Source: an optimization exercise on an open RTL-to-GDS flow (aim: small area and few clock cycles). Production flows keep margins and buffers that such runs may drop. In this exercise RTL edits were held to simulation tests only and were not proved equivalent to the original. Power and IR drop assume default switching activity.

Design nonogram_solver, start of the top module:
module nonogram_solver (
    input  logic          clk,
    input  logic          rst,
    input  logic          start,
    input  logic [3:0]    num_rows,
    input  logic [3:0]    num_cols,
    input  logic [111:0]  counts,        
    input  logic [7:0]    in_word,
    input  logic          in_valid,
    output logic          in_ready,
    output logic [7:0]    out_word,
    output logic          out_valid,
    input  logic          out_ready,
    output logic [63:0]   known,
    output logic [63:0]   assigned,
    output logic          solved
);
    logic        run;         
    logic        fresh;       
    logic [6:0]  left;        
    logic [3:0]  cur_line;
    logic [7:0]  ones_acc;
    logic [7:0]  zeros_acc;
    logic [6:0]  ct_rd;
    logic [6:0]  rem;
    logic        is_hdr;
    logic        sgl;
    logic        complete;
    logic        stop;
    logic        in_fire;
    logic        clash;
    logic        fold;
    logic        keep;
    logic        last;
    logic        push;
    logic [7:0]  vk;
    logic [7:0]  va;
    assign rem    = fresh ? ct_rd : left;
    assign is_hdr = (rem == '0);
    assign sgl    = fresh && (ct_rd == 1);
    assign stop     = is_hdr && complete;
    assign solved   = run && stop;
    assign in_ready = run && !start && !stop && (!out_valid || out_ready);
    assign in_fire  = in_valid && in_ready;
    assign clash = |((in_word ^ va) & vk);
    assign fold  = sgl || !clash;
    assign keep  = !sgl && !clash;
    assign last  = in_fire && !is_hdr && (rem == 1);
    assign push  = in_fire && (is_hdr || keep);
    logic [7:0] ones_new;
    logic [7:0] zeros_new;
    logic [7:0] set1;
    logic [7:0] set0;
    assign ones_new  = ones_acc  & (fold ? in_word  : 8'hff);
    assign zeros_new = zeros_acc & (fold ? ~in_word : 8'hff);
  ...
Size: ~1600 cells after synthesis, about 280 flip-flops, about 16000 um^2 of cells after synthesis.
Settings: LEC_CHECK=0, CAP_MARGIN=20, CORE_MARGIN=2, CORE_UTILIZATION=60, GPL_TIMING_DRIVEN=0, SLEW_MARGIN=20, SYNTH_HIERARCHICAL=1; clock period 10.0 ns.
standard.sh (not shown) runs the stock make flow with config.mk's settings and CLKGATE_MAP_FILE= SYNTH_SCRIPT=/design/flow/synth_recipe.tcl, a recipe that flattens the netlist after the stock synthesis.
==> flow/flow/run.sh <==
#!/bin/bash
# The standard layout with two changes: the smallest buffer on every input
# and output port, and a clock tree of small buffers in clusters without dummy
# loads.
set -euo pipefail
export BUFFER_PORTS_ARGS="-buffer_cell sky130_fd_sc_hd__buf_1"
export CTS_ARGS="-sink_clustering_enable -repair_clock_nets -dont_use_dummy_load -buf_list sky130_fd_sc_hd__clkbuf_4 -sink_clustering_size 10 -sink_clustering_max_diameter 30"
bash standard.sh > standard.log 2>&1
The first run produced a clean layout.
Testbench counts at the start, summed over its fixed seeds: cycles 95,857.
==> next run, changes <==
==> flow/flow/run.sh (replaced) <==
#!/bin/bash
# The standard layout with three changes: the smallest buffer on every input
# and output port, and a clock tree of small buffers in clusters without dummy
# loads.
set -euo pipefail
export BUFFER_PORTS_ARGS="-buffer_cell sky130_fd_sc_hd__buf_1"
export CTS_ARGS="-sink_clustering_enable -repair_clock_nets -dont_use_dummy_load -buf_list sky130_fd_sc_hd__clkbuf_4 -sink_clustering_size 12 -sink_clustering_max_diameter 40"
bash standard.sh > standard.log 2>&1
Settings changed: CORE_UTILIZATION 60 to 40, CTS_BUF_LIST set to sky130_fd_sc_hd__clkbuf_4, GPL_TIMING_DRIVEN 0 to not set.
The new run finished with timing, DRC and antenna clean.
Sequential power hardly moves.
Clock-buffer cell count drops by 12.
Maximum frequency rose by 8.2%.
Sequential cell count is unchanged.
Combinational power decreases by about 4%.
Routed wire length came out lower by 4.2%.
Worst setup slack gets better by 0.61 ns.
Total power is lower by 3.6%.
Clock power drops by 11%.
==> next run, changes <==
==> flow/flow/run.sh (replaced) <==
#!/bin/bash
# The standard layout with three changes: the smallest buffer on every input
# and output port, a clock tree of small buffers in clusters without dummy
# loads, and the buffers from synthesis removed before placement rather than
# sized up.
set -euo pipefail
export BUFFER_PORTS_ARGS="-buffer_cell sky130_fd_sc_hd__buf_1"
export REMOVE_ABC_BUFFERS=1
export CTS_ARGS="-sink_clustering_enable -repair_clock_nets -dont_use_dummy_load -buf_list sky130_fd_sc_hd__clkbuf_4 -sink_clustering_size 12 -sink_clustering_max_diameter 40"
bash standard.sh > standard.log 2>&1
Settings changed: CORE_UTILIZATION 40 to 60, CTS_BUF_LIST sky130_fd_sc_hd__clkbuf_4 to not set.
Total power fell by 2.3%.
Worst setup slack gains 0.22 ns.
Combinational power falls by about 3%.
Design area goes down by 1.4%.
==> next run, changes <==
==> flow/flow/run.sh (replaced) <==
#!/bin/bash
# The standard layout with two changes: the smallest buffer on every input
# and output port, and a clock tree of small buffers in clusters without dummy
# loads.
set -euo pipefail
export BUFFER_PORTS_ARGS="-buffer_cell sky130_fd_sc_hd__buf_1"
export CTS_ARGS="-sink_clustering_enable -repair_clock_nets -dont_use_dummy_load -buf_list sky130_fd_sc_hd__clkbuf_4 -sink_clustering_size 10 -sink_clustering_max_diameter 30"
bash standard.sh > standard.log 2>&1
Settings changed: CORE_UTILIZATION 60 to 40, GPL_TIMING_DRIVEN set to 0.
Result: The changed run completed with no timing, DRC or antenna violations; fmax drops by a few percent; sequential cell count is unchanged; sequential share of layout area went down by 2.7 points; via count climbs by a few percent.
==> next run, changes <==
==> flow/flow/run.sh (replaced) <==
#!/bin/bash
# The standard layout with three changes: the smallest buffer on every input
# and output port; logic gates that synthesis sized up swapped back to their
# smallest size before placement (downsize.tcl), leaving placement's repair to
# size up what the layout needs; and a clock tree of small buffers in small
# clusters without dummy loads.
set -euo pipefail
export BUFFER_PORTS_ARGS="-buffer_cell sky130_fd_sc_hd__buf_1"
export CTS_ARGS="-sink_clustering_enable -repair_clock_nets -dont_use_dummy_load -buf_list sky130_fd_sc_hd__clkbuf_8 -sink_clustering_size 16 -sink_clustering_max_diameter 35"
bash standard.sh floorplan > standard_floorplan.log 2>&1
RES=orfs/results/$FLOW_PLATFORM/nonogram_solver/base PLATFORM_DIR=$FLOW_HOME/platforms/$FLOW_PLATFORM \
    openroad -no_init -exit flow/downsize.tcl > downsize.log 2>&1
bash standard.sh finish > standard.log 2>&1
==> flow/flow/downsize.tcl (new file) <==
# Swap every logic gate that synthesis sized up for the weakest cell with the
# same function and pins, where that cell is smaller; placement's repair then
# sizes up only what the layout needs. Flip-flops, buffers and inverters are
# left alone.
set res $::env(RES)
read_liberty $::env(PLATFORM_DIR)/lib/sky130_fd_sc_hd__tt_025C_1v80.lib
read_db $res/2_floorplan.odb
set n 0
foreach inst [get_cells *] {
  set m [get_property $inst ref_name]
  if {![regexp {^(sky130_fd_sc_hd__([a-z0-9]+))_([0-9]+)$} $m -> base func drive]} { continue }
  if {$drive <= 1} { continue }
  if {[regexp {^(buf|clkbuf|inv|clkinv|bufinv|dfxtp|edfxtp|dfrtp|dfstp|dfbbp|dfxbp|sdf|sedf|dlx|dlclkp|conb|tap|fill|decap|diode|clkdly|dlygate|dlymetal)} $func]} { continue }
  foreach d {1 0} {
    set cand [get_lib_cells -quiet ${base}_$d]
    if {[llength $cand] && [get_property $cand area] < [get_property [get_lib_cells $m] area]} {
      replace_cell $inst $cand
      incr n
      break
    }
  }
}
puts "downsized $n gates"
write_db $res/2_floorplan.odb
Settings changed: CORE_UTILIZATION 40 to 60, GPL_TIMING_DRIVEN 0 to not set.
Outcome:
- wire length is lower by 19%
- setup slack degrades by 0.23 ns
- clock skew shrinks by 0.045 ns
- global-route usage grows by 7.1 points
- flip-flop and latch count does not change
- combinational power shrinks by 12%
- critical path depth is unchanged
- via count decreases by 4.0%
- maximum frequency decreases by about 3%
- cell area fell by 6.1%
==> next run, changes <==
--- a/flow/flow/run.sh
+++ b/flow/flow/run.sh
@@ -8,3 +8,3 @@
 export BUFFER_PORTS_ARGS="-buffer_cell sky130_fd_sc_hd__buf_1"
-export CTS_ARGS="-sink_clustering_enable -repair_clock_nets -dont_use_dummy_load -buf_list sky130_fd_sc_hd__clkbuf_8 -sink_clustering_size 16 -sink_clustering_max_diameter 35"
+export CTS_ARGS="-sink_clustering_enable -repair_clock_nets -dont_use_dummy_load -buf_list sky130_fd_sc_hd__clkbuf_4 -sink_clustering_size 12 -sink_clustering_max_diameter 35"
 bash standard.sh floorplan > standard_floorplan.log 2>&1
Effect: The changed run passed the timing, design-rule and antenna checks. Sequential share of layout area is higher by 0.68 points. Total power is lower by 9.6%. Combinational power stays flat. Sequential power barely changes. Worst setup slack improves by 0.032 ns. Routed wire length stays flat. Final area is lower by 1.7%.

==> port drivers added, routing unchanged <==
No port has a modelled driver above. Below, the same layouts with a new extraction and two added sets of constraints.
Step 1, drivers: a clkbuf_16 drives clk and a buf_2 each remaining input, both assumed.
Step 2 also shifts input and output timing later by t, the mid clock arrival at the registers, as if the neighbouring blocks saw the same clock.
Slacks: ideal / step 1 / step 2; pairs: ideal / step 1.
| run | t (ns) | setup slack, ns | worst setup path at the end |
|---|---|---|---|
| the first run | 0.769 | 1.948 / 1.977 / 1.207 | input to register |
| the second run | 0.788 | 2.556 / 2.520 / 2.116 | input to register |
| the third run | 0.692 | 2.781 / 2.759 / 2.325 | input to register |
| the fourth run | 0.786 | 2.304 / 2.339 / 1.553 | input to register |
| the fifth run | 0.601 | 2.077 / 2.082 / 1.480 | input to register |
| the sixth run | 0.734 | 2.110 / 2.115 / 1.381 | input to register |
After both steps every run listed still meets setup and hold. For the fourth run, which loses most, drivers alone change the setup slack by +0.035 ns; drivers and shift together by -0.751 ns.
